Source: an optimization exercise on an open RTL-to-GDS flow (aim: small area, a short achievable clock period and few clock cycles per item). Production flows keep margins and buffers that such runs may drop. At most, simulation tests tie the RTL to the original design; equivalence was not proved. Power and IR drop assume default switching activity.

main:
## sprite_line_engine
module sprite_line_engine #(
  parameter int SPRITE_COUNT = 128
) (
  input  wire         clk,
  input  wire         rst_n,
  input  wire         line_start,
  input  wire  [7:0]  line_y,
  output logic        line_busy,
  output logic        param_en,
  output logic [7:0]  param_addr,
  input  wire  [31:0] param_data,
  output logic        tile_en,
  output logic [15:0] tile_addr,
  input  wire  [7:0]  tile_data,
  output logic        pal_en,
  output logic [9:0]  pal_addr,
  input  wire  [31:0] pal_data,
  output logic        line_bank,
  output logic        line_re,
  output logic [8:0]  line_raddr,
  input  wire  [31:0] line_rdata,
  output logic        line_we,
  output logic [8:0]  line_waddr,
  output logic [31:0] line_wdata
);
  logic        start_ok;
  logic        scan_done;
  logic        pipe_busy;
  logic [7:0]  cur_y;
  logic        slot_empty;
  logic        rec_w0_we;
  logic        rec_w1_we;
  logic [1:0]  rec_size;
  logic [8:0]  rec_x;
  logic [5:0]  rec_oy;
  logic        q_full;
  logic        q_conf;
  logic [1:0]  q_size;
  ...
==> flow/config.mk <==
export PLATFORM = sky130hd
export DESIGN_NAME = sprite_line_engine
export DESIGN_NICKNAME = sprite_line_engine
export VERILOG_FILES = /design/flow/design.v
export SDC_FILE = /design/flow/constraint.sdc
export NUM_CORES = 4
export LEC_CHECK = 0
export CAP_MARGIN = 20
export CORE_MARGIN = 2
export CORE_UTILIZATION = 40
export PLACE_DENSITY = 0.6
export SLEW_MARGIN = 20
==> flow/constraint.sdc <==
create_clock -name core_clock -period 10.0 [get_ports {clk}]
set_input_delay 2.0000 -clock core_clock [delete_from_list [all_inputs] [get_ports {clk}]]
set_output_delay 2.0000 -clock core_clock [all_outputs]
set_load 0.01 [all_outputs]
standard.sh (not shown) runs the stock make flow with config.mk's settings and CLKGATE_MAP_FILE= SYNTH_SCRIPT=/design/flow/synth_recipe.tcl, a recipe that flattens the netlist after the stock synthesis.
==> flow/flow/run.sh <==
#!/bin/bash
# Standard layout, with repair_timing asked for extra setup margin and the port buffers
# made with a plain buffer; each tool's output goes to flow_standard.log here.
set -euo pipefail
export SETUP_SLACK_MARGIN=6.9
export BUFFER_PORTS_ARGS="-buffer_cell sky130_fd_sc_hd__buf_2"
bash standard.sh > flow_standard.log 2>&1
main completed end to end with timing, DRC and antenna clean.
Input-level comparison between the feature branch and main:
- changing PLACE_DENSITY from 0.6 to 0.7
- changing CORE_UTILIZATION from 40 to 60
diff --git a/flow/flow/run.sh b/flow/flow/run.sh
--- a/flow/flow/run.sh
+++ b/flow/flow/run.sh
@@ -5,3 +5,3 @@
 export SETUP_SLACK_MARGIN=6.9
-export BUFFER_PORTS_ARGS="-buffer_cell sky130_fd_sc_hd__buf_2"
+export BUFFER_PORTS_ARGS="-buffer_cell sky130_fd_sc_hd__buf_1"
 bash standard.sh > flow_standard.log 2>&1
[summary]
The final layouts of the feature branch and main pass the timing, design-rule and antenna checks. Count of unique library cells instantiated by Yosys delta (the feature branch -> main): insignificant. On multi-input logic portion of the cell area, the higher figure sits with the feature branch, not main. Going from main to the feature branch, the switching component of the power was found to have gone down by 1.2%. Of the feature branch and main, it is the feature branch that has the lower portion of total power attributed to the clock network. Comparing the feature branch and main, the lower fraction of the cycle the final worst path needs is on the feature branch. For main, the slowest library cell on the worst path was sky130_fd_sc_hd__or4_4, unlike the feature branch, where it was sky130_fd_sc_hd__edfxtp_1.
Function was not checked in any run of this note: the RTL went through the layout flow alone.


## cedar
Starting RTL as in the previous note.
clock: 10.0 ns
lec_check: 0
cap_margin: 20
core_margin: 2
core_utilization: 60
cts_buf_list: sky130_fd_sc_hd__clkbuf_4 sky130_fd_sc_hd__clkbuf_8
place_density: 0.7
slew_margin: 20
==> flow/flow/run.sh <==
#!/bin/bash
# Standard layout, with repair_timing asked for extra setup margin and the port buffers
# made with a plain buffer; each tool's output goes to flow_standard.log here.
set -euo pipefail
export SETUP_SLACK_MARGIN=6.9
export BUFFER_PORTS_ARGS="-buffer_cell sky130_fd_sc_hd__buf_1"
bash standard.sh > flow_standard.log 2>&1
cedar finished every step from synthesis to the final layout, and the layout passed the timing, design-rule and antenna checks.
For yarrow, these inputs were changed with respect to cedar:
# cedar
export LEC_CHECK = 0
export CAP_MARGIN = 20
export CORE_MARGIN = 2
export CORE_UTILIZATION = 60
export CTS_BUF_LIST = sky130_fd_sc_hd__clkbuf_4 sky130_fd_sc_hd__clkbuf_8
export PLACE_DENSITY = 0.7
export SLEW_MARGIN = 20
create_clock -name core_clock -period 10.0 [get_ports {clk}]
# yarrow
export LEC_CHECK = 0
export CAP_MARGIN = 20
export CORE_MARGIN = 2
export CORE_UTILIZATION = 60
export PLACE_DENSITY = 0.7
export SLEW_MARGIN = 20
create_clock -name core_clock -period 10.0 [get_ports {clk}]
--- a/flow/flow/run.sh
+++ b/flow/flow/run.sh
@@ -5 +5 @@
-export SETUP_SLACK_MARGIN=6.9
+export SETUP_SLACK_MARGIN=6.7
Findings:
Type of the worst setup path = flip-flop to primary output: yarrow; type of the worst setup path = flip-flop to flip-flop: cedar
Non-clock buffer count down 22% in yarrow wrt cedar
Per the comparison of yarrow with cedar, routed wire length decreased by about 3.6% relative to the old numbers, cell area decreased by 4.4% relative to the old numbers.
No run of this note included a check of the RTL's function; only the layout flow was run.


== before ==
Another version of the RTL of sprite_line_engine (not shown whole).
Size in the first run: about 310 flip-flops, about 0.016 mm^2 of cells after synthesis.
clock: 10.0 ns
lec_check: 0
cap_margin: 20
core_margin: 2
core_utilization: 75
cts_cluster_diameter: 100
cts_cluster_size: 20
place_density: 0.8
slew_margin: 20
==> flow/flow/run.sh <==
#!/bin/bash
# Standard layout, with repair_timing asked for extra setup margin and the port buffers
# made with a plain buffer; each tool's output goes to flow_standard.log here.
set -euo pipefail
export SETUP_SLACK_MARGIN=6.8
export BUFFER_PORTS_ARGS="-buffer_cell sky130_fd_sc_hd__buf_1"
bash standard.sh > flow_standard.log 2>&1
Testbench counts of before, summed over its fixed seeds: cycles 572,034, lines 768.
What after does differently from before at the input level:
Settings: PLACE_DENSITY changed from 0.8 to 0.7; CORE_UTILIZATION changed from 75 to 60.
==> run notes <==
Changes observed in after relative to before: via count of the first global-routing pass lower; post-cts sizing count lower.
after: all stages complete, timing, DRC and antenna checks passed
Of before and after, the higher standard cell core area belongs to after.
| area growth from synthesis to layout | after vs before | 0.64 points higher |


## build 25
Another version of the RTL of sprite_line_engine (not shown whole).
For scale: ~1300 cells after synthesis, roughly 310 flip-flops, roughly 210 I/O pins.
==> flow/config.mk <==
export PLATFORM = sky130hd
export DESIGN_NAME = sprite_line_engine
export DESIGN_NICKNAME = sprite_line_engine
export VERILOG_FILES = /design/flow/design.v
export SDC_FILE = /design/flow/constraint.sdc
export NUM_CORES = 4
export LEC_CHECK = 0
export CAP_MARGIN = 20
export CORE_MARGIN = 2
export CORE_UTILIZATION = 60
export CTS_CLUSTER_DIAMETER = 150
export CTS_CLUSTER_SIZE = 30
export PLACE_DENSITY = 0.7
export SLEW_MARGIN = 20
export SYNTH_HIERARCHICAL = 1
export SYNTH_MINIMUM_KEEP_SIZE = 0
==> flow/constraint.sdc <==
create_clock -name core_clock -period 10.0 [get_ports {clk}]
set_input_delay 2.0000 -clock core_clock [delete_from_list [all_inputs] [get_ports {clk}]]
set_output_delay 2.0000 -clock core_clock [all_outputs]
set_load 0.01 [all_outputs]
Scripts as last shown in full above: flow/flow/run.sh
Testbench counts of build 25, summed over its fixed seeds: cycles 572,034, lines 768.
Relative to build 25, the following input files were edited for build 36:
- swapping 30 for 24 in CTS_CLUSTER_SIZE
-- flow/flow/run.sh --
<<< build 25, line 4
set -euo pipefail
export SETUP_SLACK_MARGIN=6.8
export BUFFER_PORTS_ARGS="-buffer_cell sky130_fd_sc_hd__buf_1"
>>> build 36, line 4
set -euo pipefail
export SETUP_SLACK_MARGIN=6.9
export BUFFER_PORTS_ARGS="-buffer_cell sky130_fd_sc_hd__buf_1"
[summary]
- Build 36 vs. build 25: leakage power total went up by 1.9%.
- On total number of tap cells, build 36 and build 25 are basically level.
- | post-layout worst setup margin | higher: build 36 |
- Compared with build 25, build 36 shows area share of buffers outside the clock network higher by 0.66 points.
- After detailed routing, build 25 needs less wire than build 36.
- Cmp build 36 and build 25 / smallest hold slack / lower: build 25
- In build 36 the clock network contribution to total cell area turned out 0.28 points higher than in build 25.
- In build 36 the worst-path maximum fanout turned out 3 lower than in build 25.


== north ==
sprite_line_engine again, from the RTL that the note above started with.
clock: 10.0 ns
lec_check: 0
cap_margin: 20
core_margin: 2
core_utilization: 60
cts_cluster_diameter: 150
cts_cluster_size: 24
place_density: 0.7
slew_margin: 20
synth_hierarchical: 1
synth_minimum_keep_size: 0
==> flow/flow/run.sh <==
#!/bin/bash
# Standard layout, with repair_timing asked for extra setup margin and the port buffers
# made with a plain buffer; each tool's output goes to flow_standard.log here.
set -euo pipefail
export SETUP_SLACK_MARGIN=6.8
export BUFFER_PORTS_ARGS="-buffer_cell sky130_fd_sc_hd__buf_1"
bash standard.sh > flow_standard.log 2>&1
north went all the way through the flow, and no timing, DRC or antenna check failed.
Testbench counts of north, summed over its fixed seeds: cycles 572,034, lines 768.
Edits applied to the flow inputs when going from north to south:
Settings: CTS_CLUSTER_SIZE now 20, was 24; CTS_CLUSTER_DIAMETER now 100, was 150.
Results
south ends up with lower fraction of area in registers than north does. south packs its core tighter than north. north and south ended up with roughly the same met1 wire length. Cell area after placement: south vs north identical.

-- re-timing with driven ports --
The results above use ideal ports. As a check the final layouts listed here were re-extracted and re-timed, cells and wires unchanged. Step 1, drivers: a clkbuf_16 drives clk and a buf_2 each remaining input, both assumed. Step 2 times the ports against the registers' clock, not the clock port: input delays grow and output delays shrink by t, the midpoint of the rising clock arrivals with the driver on. a / b / c = ideal / step 1 / step 2; a / b = the first two.
| run | shift t [ns] | slack for setup (ns) | worst slew at a driven data input, ns |
|---|---|---|---|
| main | 0.606 | 6.767 / 6.729 / 6.633 | 0.08 |
| the feature branch | 0.572 | 6.837 / 6.788 / 6.615 | 0.08 |
| cedar | 0.627 | 6.825 / 6.804 / 6.572 | 0.08 |
| yarrow | 0.569 | 6.777 / 6.727 / 6.308 | 0.08 |
| before | 0.560 | 6.803 / 6.799 / 6.287 | 0.08 |
| after | 0.565 | 6.814 / 6.814 / 6.303 | 0.06 |
| build 25 | 0.550 | 6.854 / 6.806 / 6.374 | 0.07 |
| build 36 | 0.548 | 6.920 / 6.876 / 6.385 | 0.07 |
| north | 0.548 | 6.862 / 6.813 / 6.372 | 0.07 |
| south | 0.558 | 6.862 / 6.814 / 6.391 | 0.07 |
After both steps every run listed still meets setup and hold. For build 36, which loses most, drivers alone change the setup slack by -0.044 ns; drivers and shift together by -0.535 ns.
